This is an optimization exercise on Yosys and OpenROAD, whose aim is small area and a short achievable clock period, not a production implementation. No functional check of the RTL was part of any run shown here. No driver is modelled on the clock port, so clocking that relies on it looks cheaper here than on a real chip. Power figures rest on the tool's default switching activity, not on a simulated workload.

`flow/standard.sh`:
```
#!/bin/bash
# synth_recipe.tcl (not shown) runs the flow's synth.tcl, then flattens the netlist and writes it again
# the make line also repeats each setting of config.mk as NAME=value (left out here)
make -C /OpenROAD-flow-scripts/flow DESIGN_CONFIG=/design/flow/config.mk WORK_HOME=/design/flow/orfs CLKGATE_MAP_FILE= SYNTH_SCRIPT=/design/flow/synth_recipe.tcl "${@:-finish}"
```
`flow/design.v`:
```
module axis_boxcar_fir_mc #(
  parameter int CH        = 2,
  parameter int DW_IN     = 32,
  parameter int DW_OUT    = 32,
  parameter int LEN_L_MAX = 6,
  parameter int DECI_W    = 16,
  localparam int LW       = $clog2(LEN_L_MAX + 1)
) (
  input  logic                   a_clk,
  input  logic                   a_reset,
  input  logic [LW-1:0]          len_l,
  input  logic [DECI_W-1:0]      deci,
  input  logic                   next_dv,
  input  logic [CH*DW_IN-1:0]    S_AXIS_tdata,
  input  logic                   S_AXIS_tvalid,
  output logic [CH*DW_OUT-1:0]   M_AXIS_tdata,
  output logic                   M_AXIS_tvalid,
  input  logic                   M_AXIS_tready,
  output logic                   overrun
);
  localparam int DEPTH = 2 ** LEN_L_MAX;
  localparam int FW    = LEN_L_MAX + 1;
  localparam int SW    = DW_IN + LEN_L_MAX;
  localparam int NL    = LEN_L_MAX + 1;
  function automatic logic [SW-1:0] sx(input logic [DW_IN-1:0] v);
    sx = {{LEN_L_MAX{v[DW_IN-1]}}, v};
  endfunction
  logic [CH*DW_IN-1:0]       line_r [DEPTH];
  logic [FW-1:0]             fill_r;
  logic                      full_r;
  logic                      almost_r;
  logic [DECI_W-1:0]         dcnt_r;
  logic                      dz_r;
  logic [LW-1:0]             len_q_r;
  logic [NL-1:0]             lsel_r;
  logic [DECI_W-1:0]         deci_q_r;
  logic [SW-1:0]             ap_r    [CH];
  logic [SW-1:0]             ag_r    [CH];
  logic                      s1_vld_r;
  logic [LW-1:0]             len_c_s;
  logic [NL-1:0]             lsel_s;
  logic                      accept_s;
  logic                      restart_s;
  logic [FW-1:0]             winq_s;
  logic                      step_nr_s;
  logic                      emit_nr_s;
  logic                      dle1_s;
  logic                      dle2_s;
  logic                      step_rs_s;
  logic                      emit_rs_s;
  logic [FW-1:0]             fill_n_s;
  logic                      full_n_s;
  logic                      almost_n_s;
  logic [DECI_W-1:0]         dcnt_n_s;
  logic                      dz_n_s;
  logic                      emit_s;
  logic [SW-1:0]             bias_s;
  logic [SW-1:0]             old_s   [CH];
  logic [SW-1:0]             y_s     [CH];
  logic [SW-1:0]             x_s     [CH];
  logic [SW-1:0]             s1_s    [CH];
  logic [SW-1:0]             c1_s    [CH];
  logic [SW-1:0]             c1s_s   [CH];
  logic [SW-1:0]             s2_s    [CH];
  logic [SW-1:0]             c2_s    [CH];
  logic [SW-1:0]             b_s     [CH];
  logic [SW-1:0]             c2s_s   [CH];
  logic [SW-1:0]             ap_n_s  [CH];
  logic [SW-1:0]             ag_n_s  [CH];
  logic [SW-1:0]             pp_s    [CH][LEN_L_MAX+1];
  logic [SW-1:0]             gg_s    [CH][LEN_L_MAX+1];
  logic [SW-1:0]             tot_s   [CH];
  logic [CH*DW_OUT-1:0]      out_s;
  logic                      load_s;
  always_comb begin
    if (len_l > LW'(LEN_L_MAX)) begin
      len_c_s = LW'(LEN_L_MAX);
    end else begin
      len_c_s = len_l;
    end
    for (int l = 0; l < NL; l++) begin
      lsel_s[l] = (len_c_s == LW'(l));
    end
    accept_s  = S_AXIS_tvalid & next_dv;
    restart_s = (len_c_s != len_q_r) || (deci != deci_q_r);
    bias_s    = '0;
    bias_s[LEN_L_MAX-1] = !lsel_s[0];
    dle1_s = (deci <= DECI_W'(1));
    dle2_s = (deci <= DECI_W'(2));
  end
  always_comb begin
    winq_s    = FW'(1) << len_q_r;
    step_nr_s = accept_s && (full_r || almost_r);
    emit_nr_s = step_nr_s && dz_r;
    step_rs_s = accept_s && lsel_s[0];
    emit_rs_s = step_rs_s && dle1_s;
    if (restart_s) begin
      fill_n_s   = accept_s ? FW'(1) : FW'(0);
      full_n_s   = accept_s && lsel_s[0];
      almost_n_s = accept_s ? lsel_s[1] : lsel_s[0];
      if (step_rs_s && !dle1_s) begin
        dcnt_n_s = DECI_W'(2);
        dz_n_s   = dle2_s;
      end else begin
        dcnt_n_s = DECI_W'(1);
        dz_n_s   = dle1_s;
      end
      emit_s     = emit_rs_s;
    end else begin
      if (accept_s && !full_r) begin
        fill_n_s   = fill_r + FW'(1);
        full_n_s   = almost_r;
        almost_n_s = (fill_r + FW'(2) == winq_s);
      end else begin
        fill_n_s   = fill_r;
        full_n_s   = full_r;
        almost_n_s = almost_r;
      end
      if (step_nr_s) begin
        if (dz_r) begin
          dcnt_n_s = DECI_W'(1);
          dz_n_s   = (deci_q_r <= DECI_W'(1));
        end else begin
          dcnt_n_s = dcnt_r + DECI_W'(1);
          dz_n_s   = (dcnt_r + DECI_W'(1) == deci_q_r);
        end
      end else begin
        dcnt_n_s = dcnt_r;
        dz_n_s   = dz_r;
      end
      emit_s     = emit_nr_s;
    end
  end
  always_comb begin
    for (int c = 0; c < CH; c++) begin
      old_s[c] = '0;
      x_s[c]   = '0;
      for (int l = 0; l < NL; l++) begin
        old_s[c] = old_s[c]
                 | ((sx(line_r[(1 << l) - 1][c*DW_IN +: DW_IN]) << (LEN_L_MAX - l))
                    & {SW{lsel_r[l]}});
        x_s[c]   = x_s[c]
                 | ((sx(S_AXIS_tdata[c*DW_IN +: DW_IN]) << (LEN_L_MAX - l))
                    & {SW{lsel_s[l]}});
      end
    end
  end
  always_comb begin
    for (int c = 0; c < CH; c++) begin
      y_s[c]   = full_r ? ~old_s[c] : '0;
      b_s[c]   = {ag_r[c][SW-2:0], 1'b0};
      s1_s[c]  = ap_r[c] ^ b_s[c] ^ y_s[c];
      c1_s[c]  = (ap_r[c] & b_s[c]) | (ap_r[c] & y_s[c]) | (b_s[c] & y_s[c]);
      c1s_s[c] = {c1_s[c][SW-2:0], full_r};
      s2_s[c]  = s1_s[c] ^ c1s_s[c] ^ x_s[c];
      c2_s[c]  = (s1_s[c] & c1s_s[c]) | (s1_s[c] & x_s[c]) | (c1s_s[c] & x_s[c]);
      c2s_s[c] = {c2_s[c][SW-2:0], 1'b0};
      if (restart_s) begin
        if (accept_s) begin
          ap_n_s[c] = x_s[c] ^ bias_s;
          ag_n_s[c] = x_s[c] & bias_s;
        end else begin
          ap_n_s[c] = bias_s;
          ag_n_s[c] = '0;
        end
      end else if (accept_s) begin
        ap_n_s[c] = s2_s[c] ^ c2s_s[c];
        ag_n_s[c] = s2_s[c] & c2s_s[c];
      end else begin
        ap_n_s[c] = ap_r[c];
        ag_n_s[c] = ag_r[c];
      end
    end
  end
  always_comb begin
    for (int c = 0; c < CH; c++) begin
      pp_s[c][0] = ap_r[c];
      gg_s[c][0] = ag_r[c];
      for (int k = 1; k <= LEN_L_MAX; k++) begin
        for (int i = 0; i < SW; i++) begin
          if (i >= (1 << (k - 1))) begin
            gg_s[c][k][i] = gg_s[c][k-1][i] | (pp_s[c][k-1][i] & gg_s[c][k-1][i - (1 << (k - 1))]);
            pp_s[c][k][i] = pp_s[c][k-1][i] & pp_s[c][k-1][i - (1 << (k - 1))];
          end else begin
            gg_s[c][k][i] = gg_s[c][k-1][i];
            pp_s[c][k][i] = pp_s[c][k-1][i];
          end
        end
      end
      tot_s[c] = ap_r[c] ^ {gg_s[c][LEN_L_MAX][SW-2:0], 1'b0};
      out_s[c*DW_OUT +: DW_OUT] = DW_OUT'(tot_s[c][LEN_L_MAX +: DW_IN]);
    end
    load_s = s1_vld_r && !restart_s;
  end
  always_ff @(posedge a_clk) begin
    if (accept_s) begin
      line_r[0] <= S_AXIS_tdata;
      for (int i = 1; i < DEPTH; i++) begin
        line_r[i] <= line_r[i-1];
      end
    end
  end
  always_ff @(posedge a_clk) begin
    if (a_reset) begin
      fill_r        <= '0;
      full_r        <= 1'b0;
      almost_r      <= 1'b1;
      dcnt_r        <= DECI_W'(1);
      dz_r          <= 1'b1;
      len_q_r       <= '0;
      lsel_r        <= NL'(1);
      deci_q_r      <= '0;
      s1_vld_r      <= 1'b0;
      M_AXIS_tdata  <= '0;
      M_AXIS_tvalid <= 1'b0;
      overrun       <= 1'b0;
      for (int c = 0; c < CH; c++) begin
        ap_r[c] <= '0;
        ag_r[c] <= '0;
      end
    end else begin
      len_q_r  <= len_c_s;
      lsel_r   <= lsel_s;
      deci_q_r <= deci;
      fill_r   <= fill_n_s;
      full_r   <= full_n_s;
      almost_r <= almost_n_s;
      dcnt_r   <= dcnt_n_s;
      dz_r     <= dz_n_s;
      s1_vld_r <= emit_s;
      for (int c = 0; c < CH; c++) begin
        ap_r[c] <= ap_n_s[c];
        ag_r[c] <= ag_n_s[c];
      end
      if (load_s) begin
        M_AXIS_tdata  <= out_s;
        M_AXIS_tvalid <= 1'b1;
        if (M_AXIS_tvalid && !M_AXIS_tready) begin
          overrun <= 1'b1;
        end
      end else if (M_AXIS_tvalid && M_AXIS_tready) begin
        M_AXIS_tvalid <= 1'b0;
      end
    end
  end
endmodule
```
`flow/constraint.sdc`:
```
create_clock -name core_clock -period 8.5 [get_ports {a_clk}]
set_input_delay 1.7000 -clock core_clock [delete_from_list [all_inputs] [get_ports {a_clk}]]
set_output_delay 1.7000 -clock core_clock [all_outputs]
set_load 0.01 [all_outputs]
```
`flow/config.mk`:
```
export PLATFORM = sky130hd
export DESIGN_NAME = axis_boxcar_fir_mc
export DESIGN_NICKNAME = axis_boxcar_fir_mc
export VERILOG_FILES = /design/flow/design.v
export SDC_FILE = /design/flow/constraint.sdc
export NUM_CORES = 4
export LEC_CHECK = 0
export CAP_MARGIN = 20
export CORE_MARGIN = 2
export CORE_UTILIZATION = 40
export CTS_CLUSTER_DIAMETER = 70
export CTS_CLUSTER_SIZE = 25
export SLEW_MARGIN = 20
export SYNTH_MEMORY_MAX_BITS = 8192
```
`flow/flow/run.sh`:
```
#!/bin/bash
# Standard ORFS layout with a few repair knobs changed: resizing may swap cells
# of different footprints, ports are buffered with a plain buffer cell, and the
# setup repair aims at the given slack margin.
set -euo pipefail
bash standard.sh MATCH_CELL_FOOTPRINT=0 "BUFFER_PORTS_ARGS=-buffer_cell sky130_fd_sc_hd__buf_4" SETUP_SLACK_MARGIN=5 finish > make_finish.log 2>&1
```
==> impl_metrics.toml, run 1 <==
[run_status]
outcome = "no timing/DRC/antenna violations"

[route]
ant_nets = 0
dr.pass1.iters = 7
vias_per_cell = 5.13
vias = 64100
drt_iter0_markers = 7377
wl_per_cell_um = 22.0
wl_um = 275000
drc = 0

[sta]
fin_ws_ns = 4.93
slew_violations = 0
timing.fmax_ghz = 0.280
clock_skew_ns = 0.0591
hold_violations = 0
period_needed_ns = 3.57
final.setup.tns_ns = 0
setup_viol = 0
finalCritPeriodShare_pct = 41.9
rsz0062_at_grt = "true"
max_slew.worst_pin.slew_ns = 1.19
relSlewSlack_pct = 20.5
hold_ws_ns = 0.382

[final_layout]
final_cells = 12500
seqCellArea_sq_um = 128000
num-fill-cells = 30400
drive_gt1_share_pct = 10.6
final_common_cell = "edfxtp_1"
final_area_sq_um = 164000
fin_util_pct = 44.7
multi_input_area_sq_um = 18300
areaGrowthSynthToFinish_pct = 11.2
nets = 7893
final_cell_mix = "4096 x edfxtp_1, 560 x nand2_1, 290 x buf_4, 256 x dfxtp_1, 253 x a21oi_1"

[worst_setup_path]
critPathMaxFanout = 6
critPathLaunchType = "primary input"
path_class = "primary input to register"
end_kind = "register"
crit_chain = "buf_16, buf_4, xnor2_4, nand4_1, buf_6, or4_4, or2_4, buf_16, or3_1, or3_1, nand3_1"
worstPathArrival_ns = 4.42
crit_family = "simple AND/OR/NAND/NOR gates"
required_ns = 9.35
max_stage_delay_ns = 0.60
cp_num_buf_inv = 4
slowest_stage = "or4_4"

[placement]
dpl_worst_slack_ns = 2.47
routabilityCongestion = 0.846
placed_cells_incl_taps = 12000
dpl_cell_area_sq_um = 154000
hpwl_um = 155000
port_buffers = 153

[cts]
path_clk_slew_ns = 0.09
cts_tree = "built"
cts.sinks = 4363
cts_buffer_depth = 4
cts-htree-levels = 4
holdBufCountCts = 0
clkLatencyLatePin_ns = 0.95
root_buffer = "clkbuf_16"
cts_inserted_buffers = 215

[yosys]
synth_fp_nets = 7538
synth_edf_count = 4096
synth_flop_cell = "edfxtp_1"
syn_avg_cell_area_sq_um = 20.6
yosysWarnings = 19
syn_area_sq_um = 147000
synth_seq_area_share_pct = 87.3
syn_inst = 7155
ys_ff_latch = 4363
synth_cell_type_count = 72
async_reset_ff_share_pct = 0

[global_route]
grt_pass1_wl_um = 400000
grt_max_degree = 209
antenna_found_initial = 41
track_usage_pct = 14.1
gr-total-overflow = 0
grt_pass1_vias = 61400

[floorplan]
die_width_um = 610
io_pins = 154
die-height_um = 610
row_count = 222
start_util_pct = 40.2
fp.dieArea_sq_um = 373000
core_area_sq_um = 366000

[power]
vdd_drop_max_mv = 0.222
power.density_nw_per_um2 = 228
power_mw = 37.3
p_leak_nw = 53.2

[job]
maxCapViolations = 0

[min_path]
hp-class = "register to register"
-- sequential cells by signal, summed over array words and instances, names as in the netlist, 3 cells and up --
name          cells
ag_r             72
lsel_r            7
len_q_r           3
ap_r             76
M_AXIS_tdata     64
fill_r            7
dcnt_r           16
deci_q_r         16
line_r         4096
-- cell usage after synthesis, types with 9 or more instances --
library cell	count	area (sq um)
buf_2	12	60.1
dfxtp_1	267	5350
buf_1	32	120
a211oi_1	24	180
nand2_1	563	2110
nor4_1	26	163
and4_1	14	123
inv_1	46	173
xor2_1	48	420
a2111oi_0	56	490
xnor2_1	53	464
a311oi_1	13	114
ha_1	151	1890
or3_1	9	56.3
a31oi_1	95	594
or4_1	9	67.6
a22oi_1	180	1350
and3_1	25	156
mux2i_1	34	340
nor2_1	248	931
a222oi_1	12	120
clkbuf_1	207	777
a22o_1	104	911
nor3_1	34	170
nand3_1	53	265
a221oi_1	16	140
nor2b_1	28	175
o211ai_1	31	233
o21ai_0	94	470
fa_1	144	2880
a21oi_1	254	1270
a221o_1	15	150
nand4_1	21	131
or2_2	9	56.3
mux2_2	28	315
and2_1	12	75.1
edfxtp_1	4096	123000
-- report_power, final --
group | switching (mW) | internal (mW)
combinational | 0.817 | 0.305
clock | 6.57 | 5.06
sequential | 0.285 | 24.3
total | 7.68 | 29.7
-- layout make-up --
type	count	share of cell area, %
clock inverters	54	0.502
repair buffers	379	2.43
diodes	11	0.0168
clock buffers	313	3.56
multi-input cells	2503	11.2
flip-flops and latches	4363	78.5
inverters	47	0.129
well taps	4816	3.68
repair inverters	1	0.00688
-- logic make-up (layout without fill, tap and decap cells) --
| kind of cell | Yosys count | count (layout) | synth area share (%) |
|---|---|---|---|
| flip-flops | 4363 | 4363 | 87.3 |
| AND/OR/NAND/NOR | 1075 | 1086 | 3.18 |
| adder cells (fa/ha/maj) | 295 | 295 | 3.24 |
| multiplexers | 64 | 64 | 0.476 |
| other | 0 | 11 | 0 |
| AO/OA/AOI/OAI | 957 | 957 | 4.46 |
| XOR/XNOR | 101 | 101 | 0.601 |
| buffers and inverters | 300 | 794 | 0.779 |
-- routing by layer --
layer	vias up	GRT usage, %	routed length (um)
li1	28500	-	-
met5	-	0	65
met1	33100	20.4	122000
met2	1896	21.1	124000
met4	12	5.78	11300
met3	561	2.65	16900
-- what timing repair did --
| item | 4_1_cts | 5_1_grt |
|---|---|---|
| pin swaps | 14 | 31 |
| gates cloned | 24 | 9 |
| setup buffers | 58 | 47 |
| setup endpoints to repair | 1608 | 1524 |
| gates resized for setup | 182 | 88 |
-- path summary, 6_finish.rpt --
check	start	depth (start not counted)	to	slack (ns)
hold reg to reg	line_r[48][49]$_DFFE_PP_	0	line_r[49][49]$_DFFE_PP_	0.38
setup reg to reg	lsel_r[6]$_SDFF_PP0_	11	ap_r[0][5]$_SDFFE_PP0P_	5.04
hold / removal	line_r[48][49]$_DFFE_PP_	0	line_r[49][49]$_DFFE_PP_	0.38
setup / recovery	len_l[2]	11	M_AXIS_tdata[60]$_SDFFE_PP0P_	4.93
==> run 2: changes to the inputs <==
==> flow/flow/run.sh (replaced) <==
#!/bin/bash
# Standard ORFS layout with a few repair knobs changed: resizing may swap cells
# of different footprints, ports are buffered with a plain buffer cell, the
# setup repair aims at the given slack margin, and a fanout limit is set before
# placement, resizing, CTS and global routing.
set -euo pipefail
H=$PWD/flow/fanout.tcl
bash standard.sh MATCH_CELL_FOOTPRINT=0 "BUFFER_PORTS_ARGS=-buffer_cell sky130_fd_sc_hd__buf_4" SETUP_SLACK_MARGIN=5.6 \
  PRE_GLOBAL_PLACE_TCL=$H PRE_RESIZE_TCL=$H PRE_CTS_TCL=$H PRE_GLOBAL_ROUTE_TCL=$H finish > make_finish.log 2>&1
==> flow/flow/fanout.tcl (new file) <==
# Limit fanout so that repair_design builds balanced buffer trees for wide
# nets (the sample-accept enable drives every delay-line register).
set_max_fanout 24 [current_design]
==> impl_metrics.toml, run 2 <==
[power]
p_int_mw = 29.7
p_leak_nw = 56.6
pwr-share-seq_pct = 65.4
power.density_nw_per_um2 = 218
switchingPower_mw = 7.78
power_mw = 37.5
clock_power_share_pct = 30.9
pwr-share-comb_pct = 3.7
p_sw_share_pct = 20.7
vdd_drop_max_mv = 0.202

[yosys]
synth_area_leader_cell = "edfxtp_1"
synth_common_cells = "4096 x edfxtp_1, 563 x nand2_1, 267 x dfxtp_1"
synth_seq_area_share_pct = 87.3
synth_flop_cell = "edfxtp_1"
async_reset_ff_share_pct = 0
ys_ff_latch = 4363
yosysTopAreaCellShare_pct = 83.6
synth_fp_nets = 7538
synth_cell_type_count = 72
yosysWarnings = 19
synth_edf_count = 4096
syn_area_sq_um = 147000
ys_top_cells_by_area = "edfxtp_1 84%, dfxtp_1 3.6%, fa_1 2.0%"
synth.most_common_cell = "edfxtp_1"
syn_avg_cell_area_sq_um = 20.6
syn_inst = 7155

[worst_setup_path]
r2r-start = "lsel_r[6]$_SDFF_PP0_"
critPathLaunchType = "primary input"
end_kind = "register"
reg2reg_to = "ap_r[1][3]$_SDFFE_PP0P_"
r2r_cells = 13
critPathMaxFanout = 5
rrSetupSlack_ns = 5.03
worstPathArrival_ns = 4.39
path_class = "primary input to register"
required_ns = 9.32

[final_layout]
final_cells = 12900
nets = 8303
largest_reg_flops = 4096
multi_input_area_sq_um = 21300
final_common_cell = "edfxtp_1"
num-fill-cells = 29500
areaGrowthSynthToFinish_pct = 17.1
regMostFlops = "line_r"
final_cell_mix = "4096 x edfxtp_1, 500 x nand2_1, 395 x buf_4, 259 x clkbuf_16, 212 x nor2_1"
seqCellArea_sq_um = 129000
top_regs = "line_r (4096), ap_r (76), ag_r (72)"
drive_gt1_share_pct = 21.3

[min_path]
hp-class = "register to register"
worstHoldStart = "line_r[10][37]$_DFFE_PP_"
hold_end = "line_r[11][37]$_DFFE_PP_"
holdPathStages = 0

[global_route]
grt_pass1_vias = 63700
grt_max_degree = 26
met1_usage_pct = 20.8
grtUsageMet3_pct = 2.40
track_usage_pct = 14.5
grt_pass1_wl_um = 412000
busiest_layer = "met2"
gr-total-overflow = 0
antenna_found_initial = 31
grt_util_met2_pct = 22.2

[placement]
dpl_worst_slack_ns = 1.90
placed_cells_incl_taps = 12200
port_buffers = 153
routabilityCongestion = 0.873
hpwl_um = 167000

[route]
vias = 66400
wl_per_cell_um = 22.0
drt_iter0_markers = 6930
vias_per_cell = 5.15
dr.pass1.iters = 7
drc = 0
ant_nets = 0
wl_um = 284000

[floorplan]
die-height_um = 610
fp.dieArea_sq_um = 373000
row_count = 222
start_util_pct = 40.2
io_pins = 154
die_width_um = 610
core_area_sq_um = 366000

[sta]
rsz0062_at_grt = "true"
period_needed_ns = 3.57
hold_violations = 0
relSlewSlack_pct = 37.0
max_slew.worst_pin.slew_ns = 0.939
fin_ws_ns = 4.93
setup_viol = 0
finalCritPeriodShare_pct = 42.0
clock_skew_ns = 0.0514
timing.fmax_ghz = 0.280
slew_violations = 0
final.setup.tns_ns = 0

[run_status]
outcome = "no timing/DRC/antenna violations"

[cts]
cts_inserted_buffers = 220
cts_tree = "built"
path_clk_slew_ns = 0.10
clkLatencyLatePin_ns = 0.95
cts.sinks = 4363
holdBufCountCts = 0

[job]
maxCapViolations = 0
## run 2: layout make-up
class / instances / share of cell area, %
antenna: 15 / 0.0218
inverter: 47 / 0.124
multi-input combinational: 2498 / 12.4
sequential: 4363 / 74.7
timing repair inverter: 2 / 0.0160
timing repair buffer: 788 / 5.44
tap: 4816 / 3.50
clock inverter: 46 / 0.441
clock buffer: 307 / 3.40
## run 2: repair_timing
action	4_1_cts	5_1_grt
setup buffers	164	102
gates cloned	41	15
gates resized for setup	967	540
hold endpoints to repair	0	0
pin swaps	165	249
setup endpoints to repair	2624	1331
## run 2: worst max-delay path by stage
stage / startpoint / to / cells after the start
finish: len_l[2] / ap_r[0][28]$_SDFFE_PP0P_ / 14
global route: len_l[2] / ap_r[0][28]$_SDFFE_PP0P_ / 14
CTS: len_l[1] / M_AXIS_tdata[46]$_SDFFE_PP0P_ / 11
detailed placement: len_l[1] / M_AXIS_tdata[46]$_SDFFE_PP0P_ / 12
global placement: len_l[1] / M_AXIS_tdata[46]$_SDFFE_PP0P_ / 12
floorplan: S_AXIS_tvalid / line_r[0][0]$_DFFE_PP_ / 5
## run 2: metrics by stage
step	hold WS [ns]	cell area (sq um)	util (%)
finish	0.390	172000	47.1
global route	0.389	172000	47.1
CTS	0.393	169000	46.1
detailed placement	0.405	156000	42.6
global placement	0.400	156000	42.6
floorplan	0.400	147000	-
## run 2: worst max-delay path, cell delays in order
cell      delay [ns]
buf_16          0.13
buf_12          0.14
buf_12          0.13
buf_4           0.13
mux2_4          0.30
a221o_1         0.31
a222oi_1        0.31
inv_1           0.15
fa_2            0.58
ha_4            0.20
nand2_2         0.05
a21oi_2         0.05
a31oi_1         0.15
nor2_1          0.07
## run 2: cell families (layout without fill, tap and decap cells)
| kind of cell | Yosys count | in the layout | synth area share [%] |
|---|---|---|---|
| DFF | 4363 | 4363 | 87.3 |
| and+or+nand+nor | 1075 | 1081 | 3.18 |
| AOI/OAI and AO/OA | 957 | 957 | 4.46 |
| buffers and inverters | 300 | 1190 | 0.779 |
| adders and majority gates | 295 | 295 | 3.24 |
| xor gates and xnor gates | 101 | 101 | 0.601 |
| muxes | 64 | 64 | 0.476 |
| other | 0 | 15 | 0 |
## run 2: metal layers
layer  up-vias  wire [um]
li1      29400          -
met1     34500     125000
met2      1914     131000
met3       551      16100
met4        12      11500
met5         -         70
## run 2: power groups by stage
stage          clock network [mW]  logic, mW  registers [mW]
6_report                     11.6       1.39            24.6
5_1_grt                      12.7       1.49            24.6
4_1_cts                      12.1       1.27            24.6
3_5_place_dp                    0       1.07            25.0
3_3_place_gp                    0       1.03            25.0
2_1_floorplan                   0      0.644            25.3

[what the ideal ports hide]
In the flow no input, the clock included, has a driving cell. The finished layouts below were timed again as built, in two steps. Step 1, drivers: a clkbuf_16 drives a_clk and a buf_2 each remaining input, both assumed. Step 2 moves the port delays by t, midway between the first and last clock arrival at a register: inputs arrive t later, outputs are due t later. That takes back most of the time a late clock gives input paths. a / b / c = ideal / step 1 / step 2; a / b = the first two.
run | t (ns) | slack for setup (ns) | worst setup path after step 2
run 1 | 1.022 | 4.935 / 4.691 / 3.669 | input to register
run 2 | 1.016 | 4.927 / 4.860 / 3.844 | input to register
After both steps every run listed still meets setup and hold. The setup slack of run 1, which loses most, moves by -0.244 ns with the drivers and by -1.266 ns with both steps.
